What follows belongs to an exercise in optimizing a design on an open flow for small area, a short achievable clock period and few clock cycles per item; a production flow would make more cautious choices.
The RTL was checked by simulation tests, not by an equivalence proof against the original design.

===== flow/design.v =====
`timescale 1ns/10ps
package im2col_cfg_pkg;
    localparam int KERNEL_SIZE       = 6;     
    localparam int WORDS_PER_SLICE   = 9;     
    localparam int FILTERS_PER_GROUP = 10;
    typedef enum logic [1:0] {
        tile_first,
        tile_middle,
        tile_last
    } tile_pos_t;
    typedef struct packed {
        logic [9:0]  in_row;
        logic [9:0]  in_column;
        logic [1:0]  stride;
        logic [1:0]  padding;
        tile_pos_t   tile_pos;
        logic [11:0] input_channel;
        logic [11:0] output_channel;
    } conv_cfg_t;
    typedef logic [15:0] count_t;     
endpackage
`timescale 1ns/10ps
package im2col_data_pkg;
    localparam int LANES_PER_WORD = 4;     
    localparam int SLICE_WORDS    = 9;     
    typedef logic [15:0] weight_t;     
    typedef logic [63:0] mem_word_t;
    typedef union packed {
        mem_word_t [SLICE_WORDS-1:0]                words;
        weight_t   [SLICE_WORDS*LANES_PER_WORD-1:0] weights;
    } weight_vec_t;
endpackage
`timescale 1ns/10ps
module conv_geometry
(
    input  logic      clk,
    input  logic      reset,
    input  logic      clear,
    input  logic      load,
    input  im2col_cfg_pkg::conv_cfg_t cfg,
    output im2col_cfg_pkg::count_t    replays
);
    localparam int POSITIONS_PER_REPLAY = 10;
    im2col_cfg_pkg::count_t      row_span;
    im2col_cfg_pkg::count_t      col_span;
    im2col_cfg_pkg::count_t      col_pad;
    im2col_cfg_pkg::count_t      step;
    im2col_cfg_pkg::count_t      rows;
    im2col_cfg_pkg::count_t      cols;
    logic [31:0] total;
    assign col_pad  = (cfg.tile_pos == im2col_cfg_pkg::tile_middle) ? im2col_cfg_pkg::count_t'(cfg.padding) : '0;
    assign row_span = im2col_cfg_pkg::count_t'(cfg.in_row) + im2col_cfg_pkg::count_t'({cfg.padding, 1'b0});
    assign col_span = im2col_cfg_pkg::count_t'(cfg.in_column) + col_pad;
    assign step     = (cfg.stride == 2'd0) ? 16'd1 : im2col_cfg_pkg::count_t'(cfg.stride);     
    assign rows = (row_span < im2col_cfg_pkg::count_t'(im2col_cfg_pkg::KERNEL_SIZE)) ? '0 :
                  (row_span - im2col_cfg_pkg::count_t'(im2col_cfg_pkg::KERNEL_SIZE)) / step + 16'd1;
    assign cols = (col_span < im2col_cfg_pkg::count_t'(im2col_cfg_pkg::KERNEL_SIZE)) ? '0 :
                  (col_span - im2col_cfg_pkg::count_t'(im2col_cfg_pkg::KERNEL_SIZE)) / step + 16'd1;
    assign total = 32'(rows) * 32'(cols);
    always_ff @(posedge clk or negedge reset) begin
        if (!reset) begin
            replays <= '0;
        end else if (clear) begin
            replays <= '0;
        end else if (load) begin
            replays <= im2col_cfg_pkg::count_t'(total / 32'(POSITIONS_PER_REPLAY));
        end
    end
endmodule
`timescale 1ns/10ps
module weight_sequencer
#(
    parameter int ADDR_WIDTH = 14
) (
    input  logic                  clk,
    input  logic                  reset,
    input  logic                  clear,
    input  logic                  conv_en,
    input  logic                  weight_pause,
    input  im2col_cfg_pkg::conv_cfg_t cfg,
    input  im2col_cfg_pkg::count_t replays,
    output logic                  load,
    output logic                  fetch_start,
    output logic [ADDR_WIDTH-1:0] fetch_base,
    input  logic                  fetch_done,
    input  im2col_data_pkg::weight_vec_t fetch_vec,
    output logic                  vector_valid,
    output im2col_data_pkg::weight_vec_t           vector,
    output logic                  done
);
    typedef logic [ADDR_WIDTH-1:0] addr_t;
    typedef enum logic [2:0] {
        st_idle,
        st_size,
        st_fetch,
        st_hold,
        st_done
    } state_t;
    state_t     state;
    logic [3:0] filter_cnt;
    im2col_cfg_pkg::count_t     channel_cnt;
    im2col_cfg_pkg::count_t     replay_cnt;
    im2col_cfg_pkg::count_t     group_first;     
    addr_t      group_base;
    addr_t      filter_off;
    addr_t      channel_off;
    addr_t      filter_step;
    logic       last_filter;
    logic       last_channel;
    logic       last_replay;
    logic       last_group;
    logic       last_slice;
    logic       empty_run;
    logic       emit;
    assign filter_step = addr_t'(cfg.input_channel) * addr_t'(im2col_cfg_pkg::WORDS_PER_SLICE);
    assign fetch_base  = group_base + filter_off + channel_off;
    assign load        = (state == st_idle) && conv_en;
    assign last_filter  = filter_cnt == 4'(im2col_cfg_pkg::FILTERS_PER_GROUP - 1);
    assign last_channel = channel_cnt == im2col_cfg_pkg::count_t'(cfg.input_channel) - 16'd1;
    assign last_replay  = replay_cnt == replays - 16'd1;
    assign last_group   = (group_first + im2col_cfg_pkg::count_t'(2 * im2col_cfg_pkg::FILTERS_PER_GROUP)) >
                          im2col_cfg_pkg::count_t'(cfg.output_channel);
    assign last_slice   = last_filter && last_channel && last_replay && last_group;
    assign empty_run = (replays == '0) || (cfg.input_channel == '0) ||
                       (im2col_cfg_pkg::count_t'(cfg.output_channel) < im2col_cfg_pkg::count_t'(im2col_cfg_pkg::FILTERS_PER_GROUP));
    assign emit = !weight_pause && ((state == st_fetch && fetch_done) || state == st_hold);
    always_ff @(posedge clk or negedge reset) begin
        if (!reset) begin
            state        <= st_idle;
            fetch_start  <= 1'b0;
            vector_valid <= 1'b0;
            done         <= 1'b0;
            filter_cnt   <= '0;
            channel_cnt  <= '0;
            replay_cnt   <= '0;
            group_first  <= '0;
            group_base   <= '0;
            filter_off   <= '0;
            channel_off  <= '0;
        end else if (clear) begin
            state        <= st_idle;
            fetch_start  <= 1'b0;
            vector_valid <= 1'b0;
            done         <= 1'b0;
            filter_cnt   <= '0;
            channel_cnt  <= '0;
            replay_cnt   <= '0;
            group_first  <= '0;
            group_base   <= '0;
            filter_off   <= '0;
            channel_off  <= '0;
        end else begin
            fetch_start  <= 1'b0;
            vector_valid <= 1'b0;
            done         <= (state == st_done);     
            case (state)
                st_idle: begin
                    if (conv_en) begin
                        state <= st_size;     
                    end
                end
                st_size: begin
                    if (empty_run) begin
                        state <= st_done;
                    end else begin
                        fetch_start <= 1'b1;
                        state       <= st_fetch;
                    end
                end
                st_fetch: begin
                    if (fetch_done && weight_pause) begin
                        state <= st_hold;
                    end
                end
                st_hold, st_done: begin
                end
                default: begin
                    state <= st_idle;
                end
            endcase
            if (emit) begin
                vector_valid <= 1'b1;
                if (last_slice) begin
                    state <= st_done;
                end else begin
                    fetch_start <= 1'b1;
                    state       <= st_fetch;
                end
                if (!last_filter) begin
                    filter_cnt <= filter_cnt + 4'd1;
                    filter_off <= filter_off + filter_step;
                end else begin
                    filter_cnt <= '0;
                    filter_off <= '0;
                    if (!last_channel) begin
                        channel_cnt <= channel_cnt + 16'd1;
                        channel_off <= channel_off + addr_t'(im2col_cfg_pkg::WORDS_PER_SLICE);
                    end else begin
                        channel_cnt <= '0;
                        channel_off <= '0;
                        if (!last_replay) begin
                            replay_cnt <= replay_cnt + 16'd1;
                        end else begin
                            replay_cnt <= '0;
                            if (last_group) begin
                                group_first <= '0;
                                group_base  <= '0;
                            end else begin
                                group_first <= group_first + im2col_cfg_pkg::count_t'(im2col_cfg_pkg::FILTERS_PER_GROUP);
                                group_base  <= group_base + filter_off + filter_step;     
                            end
                        end
                    end
                end
            end
        end
    end
    always_ff @(posedge clk) begin
        if (emit) begin
            vector <= fetch_vec;
        end
    end
endmodule
`timescale 1ns/10ps
module weight_fetch
#(
    parameter int ADDR_WIDTH = 14
) (
    input  logic                  clk,
    input  logic                  reset,
    input  logic                  clear,
    input  logic                  fetch_start,
    input  logic [ADDR_WIDTH-1:0] fetch_base,
    output logic                  rd_en,
    output logic [ADDR_WIDTH-1:0] rd_addr,
    input  im2col_data_pkg::mem_word_t rd_data,
    output logic                  fetch_done,
    output im2col_data_pkg::weight_vec_t           fetch_vec
);
    localparam logic [3:0] LAST_WORD = 4'(im2col_cfg_pkg::WORDS_PER_SLICE - 1);
    logic [3:0] word_cnt;      
    logic [3:0] store_idx;     
    logic       store_en;
    always_ff @(posedge clk or negedge reset) begin
        if (!reset) begin
            rd_en      <= 1'b0;
            rd_addr    <= '0;
            word_cnt   <= '0;
            store_en   <= 1'b0;
            store_idx  <= '0;
            fetch_done <= 1'b0;
        end else if (clear) begin
            rd_en      <= 1'b0;
            rd_addr    <= '0;
            word_cnt   <= '0;
            store_en   <= 1'b0;
            store_idx  <= '0;
            fetch_done <= 1'b0;
        end else begin
            store_en   <= rd_en;
            store_idx  <= word_cnt;
            fetch_done <= store_en && (store_idx == LAST_WORD);
            if (fetch_start) begin
                rd_en    <= 1'b1;
                rd_addr  <= fetch_base;
                word_cnt <= '0;
            end else if (rd_en) begin
                rd_addr  <= rd_addr + ADDR_WIDTH'(1);
                word_cnt <= word_cnt + 4'd1;
                if (word_cnt == LAST_WORD) begin
                    rd_en <= 1'b0;
                end
            end
        end
    end
    always_ff @(posedge clk) begin
        if (store_en) begin
            fetch_vec.words[store_idx] <= rd_data;
        end
    end
endmodule
`timescale 1ns/10ps
module weight_im2col
#(
    parameter int ADDR_WIDTH = 14
) (
    input  logic                  clk,
    input  logic                  reset,
    input  logic                  clear,
    input  logic                  conv_en,
    input  logic [49:0]           cfg,         
    output logic                  rd_en,
    output logic [ADDR_WIDTH-1:0] rd_addr,
    input  logic [63:0]           rd_data,     
    input  logic                  weight_pause,
    output logic                  vector_valid,
    output logic [575:0]          vector,      
    output logic                  done
);
    logic                  load;
    im2col_cfg_pkg::count_t replays;
    logic                  fetch_start;
    logic [ADDR_WIDTH-1:0] fetch_base;
    logic                  fetch_done;
    im2col_data_pkg::weight_vec_t fetch_vec;
    conv_geometry conv_geometry_i (
        .clk     (clk),
        .reset   (reset),
        .clear   (clear),
        .load    (load),
        .cfg     (cfg),
        .replays (replays)
    );
    weight_sequencer #(
        .ADDR_WIDTH (ADDR_WIDTH)
    ) weight_sequencer_i (
        .clk          (clk),
        .reset        (reset),
        .clear        (clear),
        .conv_en      (conv_en),
        .weight_pause (weight_pause),
        .cfg          (cfg),
        .replays      (replays),
        .load         (load),
        .fetch_start  (fetch_start),
        .fetch_base   (fetch_base),
        .fetch_done   (fetch_done),
        .fetch_vec    (fetch_vec),
        .vector_valid (vector_valid),
        .vector       (vector),
        .done         (done)
    );
    weight_fetch #(
        .ADDR_WIDTH (ADDR_WIDTH)
    ) weight_fetch_i (
        .clk         (clk),
        .reset       (reset),
        .clear       (clear),
        .fetch_start (fetch_start),
        .fetch_base  (fetch_base),
        .rd_en       (rd_en),
        .rd_addr     (rd_addr),
        .rd_data     (rd_data),
        .fetch_done  (fetch_done),
        .fetch_vec   (fetch_vec)
    );
endmodule

===== flow/run.sh =====
#!/bin/bash
# synth_recipe.tcl (not shown) runs the flow's synth.tcl, then flattens the netlist and writes it again
# the make line also repeats each setting of config.mk as NAME=value (left out here)
make -C /OpenROAD-flow-scripts/flow DESIGN_CONFIG=/design/flow/config.mk WORK_HOME=/design/flow/orfs CLKGATE_MAP_FILE= SYNTH_SCRIPT=/design/flow/synth_recipe.tcl finish

===== flow/config.mk =====
export PLATFORM = sky130hd
export DESIGN_NAME = weight_im2col
export DESIGN_NICKNAME = weight_im2col
export VERILOG_FILES = /design/flow/design.v
export SDC_FILE = /design/flow/constraint.sdc
export NUM_CORES = 4
export LEC_CHECK = 0
export CAP_MARGIN = 20
export CORE_MARGIN = 2
export CORE_UTILIZATION = 40
export SLEW_MARGIN = 20

===== flow/constraint.sdc =====
create_clock -name core_clock -period 58.0 [get_ports {clk}]
set_input_delay 11.6000 -clock core_clock [delete_from_list [all_inputs] [get_ports {clk}]]
set_output_delay 11.6000 -clock core_clock [all_outputs]
set_load 0.01 [all_outputs]

==> impl_metrics.py <==
metrics = {
    "status": {
        "status": "timing/DRC/antenna clean",
    },
    "setup_path": {
        "crit_type": "in2reg",
        "cpMostUsedCell": "ha_1",
        "crit_slowest_cell": "xnor2_2",
        "cp.arrival_ns": 56.14,
        "worstSetupStartpointType": "primary input",
        "crit_path_end_kind": "register",
        "max_stage_delay_ns": 0.68,
        "worstPathMaxFanout": 11,
        "required_ns": 58.69,
    },
    "logic_synthesis": {
        "syn_inst": 7312,
        "syn_avg_cell_area_um2": 10.96,
        "synth_fp_nets": 7910,
        "ys_ff_latch": 1292,
        "synth-async-reset-ratio_pct": 10.84,
        "ys_types": 126,
        "yosysWarnings": 3,
        "ys.flop_type": "edfxtp_1",
        "yosysSeqAreaShare_pct": 47.52,
        "synth_edf_count": 1152,
        "syn_area_um2": 80180,
    },
    "grt": {
        "grt_pass1_wl_um": 394000,
        "globalRouteOverflowTotal": 0,
        "grt_pass1_vias": 62200,
        "antenna_found_initial": 3,
        "grt_usage_pct": 24.94,
        "grt_max_degree": 164,
    },
    "final_layout": {
        "fin_area_um2": 98120,
        "instances_no_fill": 11070,
        "layout_commonest_cell": "edfxtp_1",
        "mostFrequentLayoutCells": "edfxtp_1, clkdlybuf4s50_1, nand2_1",
        "area_growth_pct": 22.38,
        "drive_gt1_share_pct": 15.02,
        "layout.nets": 8899,
    },
    "cts": {
        "numCtsBuffers": 135,
        "clkTransAtPathRegs_ns": 0.06,
        "htree_num_levels": 4,
        "cts_root_buf": "clkbuf_16",
        "cts.sinks": 1292,
        "cts_buffer_depth": 3,
        "clk_latency_ns": 0.77,
        "cts_tree": "yes",
    },
    "place": {
        "dp.cells": 10800,
        "hpwl_um": 192600,
        "place_congestion": 0.9404,
        "dpl_cell_area_um2": 92950,
        "portBuffers": 711,
    },
    "detailed_routing": {
        "wirelength_um": 263000,
        "dr_total_vias": 64460,
        "route.detailed.drc": 0,
        "firstDrtPassIters": 6,
        "avgRoutedWirePerCell_um": 23.76,
        "viasPerCell": 5.825,
        "drtAntennaViolNets": 0,
        "first_iter_violations": 5507,
    },
    "floorplanning": {
        "num_io_pins": 712,
        "die_w_um": 451.7,
        "die-area_um2": 204000,
        "row_count": 164,
        "start_util_pct": 40.20,
        "coreArea_um2": 199500,
        "die_y_um": 451.7,
    },
    "timing": {
        "min_period_ns": 55.45,
        "slew_headroom_pct": 21.91,
        "finalCritPeriodShare_pct": 95.60,
        "setup_viol": 0,
        "fin_skew_ns": 0.04728,
        "tightest_slew_ns": 1.156,
        "slew_violations": 0,
        "clock.fmax_mhz": 18.04,
        "hold_viol_final": 0,
    },
    "hold_path": {
        "hp-class": "reg2reg",
    },
    "flow_run": {
        "maxCapViolCount": 0,
    },
}
final timing paths:
path | from | endpoint | slack [ns] | depth (start not counted)
setup / recovery | cfg[26] | conv_geometry_i.replays[0] | 2.55 | 195
hold / removal | weight_fetch_i.fetch_vec[521] | weight_sequencer_i.vector[521] | 0.41 | 0
setup reg to reg | weight_fetch_i.store_idx[0] | weight_fetch_i.fetch_vec[402] | 52.94 | 11
hold reg to reg | weight_fetch_i.fetch_vec[521] | weight_sequencer_i.vector[521] | 0.41 | 0
max in group asynchronous | reset | weight_fetch_i.store_en | 45.64 | 2
min in group asynchronous | reset | weight_fetch_i.rd_addr[4] | 10.84 | 1
critical path: cells and delay by family:
kind	cells	cell delay, ns
mux	11	3.67
buf+inv	21	3.33
fa+ha+maj	25	9.09
simple gates	69	14.57
xor+xnor	7	1.75
compound gates	62	12.13
registers in the layout (all words and copies together), names as in the netlist, 3 cells and up:
register                        count
weight_sequencer_i.state            3
weight_sequencer_i.channel_off     14
conv_geometry_i.replays            16
weight_sequencer_i.filter_cnt       4
weight_fetch_i.store_idx            4
weight_fetch_i.rd_addr             14
weight_sequencer_i.group_base      14
weight_sequencer_i.replay_cnt      16
weight_sequencer_i.channel_cnt     16
weight_sequencer_i.group_first     15
weight_sequencer_i.filter_off      14
weight_fetch_i.fetch_vec          576
weight_fetch_i.word_cnt             4
weight_sequencer_i.vector         576
timing repair:
| action | CTS | global route |
|---|---|---|
| gates resized for setup | 0 | 118 |
| endpoints found under the hold margin | 0 | 0 |
| hold buffers | 0 | 0 |
| setup endpoints to repair | 0 | 11 |
| buffers inserted | 0 | 18 |
cells in the mapped netlist, types with 56 or more instances:
cell type,n,area (µm²)
buf_1,86,322.8
dfrtp_1,140,3503
nor4_1,62,387.9
nand4_1,100,625.6
mux2i_1,80,800.8
ha_1,278,3478
a211oi_1,77,578.1
o21ai_0,300,1501
nor3_1,199,996.0
clkbuf_1,213,799.5
or2_2,56,350.3
a21o_1,83,623.1
or3_1,67,419.2
xor2_1,110,963.4
fa_1,201,4024
o211ai_1,57,427.9
a22o_1,277,2426
nand2b_1,85,531.8
o31ai_1,64,480.5
nand3_1,214,1071
edfxtp_1,1152,34590
a21oi_1,287,1436
nand2_1,615,2308
xnor2_1,269,2356
and2_1,76,475.5
nor2_1,547,2053
a31oi_1,76,475.5
mux2_2,295,3322
inv_1,342,1284
and3_1,79,494.2
cells by family (layout without fill, tap and decap cells):
| logic type | Yosys count | count (layout) | synth area share (%) |
|---|---|---|---|
| AO/OA/AOI/OAI | 1753 | 1753 | 15.81 |
| other | 0 | 1 | 0 |
| buffers and inverters | 701 | 1798 | 3.399 |
| adder cells (fa/ha/maj) | 483 | 483 | 9.407 |
| AND/OR/NAND/NOR | 2318 | 2318 | 14.36 |
| multiplexers | 379 | 379 | 5.215 |
| flip-flops | 1292 | 1292 | 47.52 |
| XOR/XNOR | 386 | 386 | 4.290 |
area by class of cell:
cell class	count	area [µm²]
sequential	1292	38100
clock inverter	84	1031
multi-input combinational	5319	40000
antenna	1	2.502
inverter	345	1303
timing repair buffer	1208	10890
tap	2656	3323
clock buffer	161	3476
fill	17950	101300
per-layer routing:
metal | track usage [%] | wire length, µm | vias up
met5 | 0 | 0 | -
met4 | 8.314 | 9147 | 0
met3 | 3.071 | 15290 | 393
met2 | 41.55 | 125700 | 2379
met1 | 33.65 | 112800 | 32180
li1 | - | - | 29510
stage by stage:
step | hold WS, ns | TNS (ns) | utilization [%] | worst slack [ns]
floorplan | 0.4204 | 0 | - | 0.2841
global placement | 0.4269 | 0 | 46.60 | 0.3183
detailed placement | 0.4287 | -0.7268 | 46.60 | -0.3297
CTS | 0.4161 | 0 | 48.86 | 0.3139
global route | 0.4303 | -0.3163 | 49.19 | -0.2246
finish | 0.4105 | 0 | 49.19 | 2.553
Testbench counts, summed over its fixed seeds: cycles 294,395, vectors 24,360.

==> what the ideal ports hide <==
The flow's constraints put no driver on any port. The routed layout listed below was extracted and timed again, unchanged, in two steps. Step 1 (the two cells are an assumption about what drives the block):
set clk [get_ports {clk}]
set_driving_cell -lib_cell sky130_fd_sc_hd__clkbuf_16 $clk
set_driving_cell -lib_cell sky130_fd_sc_hd__buf_2 [delete_from_list [all_inputs] $clk]
Step 2 adds t to the input delays and takes it off the output delays; t is the mean of the earliest and latest rising clock arrival at the registers after step 1. Input paths then give back, and output paths get back, about the clock's delay inside the block. Slacks: ideal / step 1 / step 2; pairs: ideal / step 1.
t, ns: 0.852
slack for setup (ns): 2.553 / 2.590 / 1.738
hold slack, ns: 0.410 / 0.410 / 0.410
After both steps this run still meets setup and hold. The setup slack of this run moves by +0.037 ns with the drivers and by -0.815 ns with both steps.
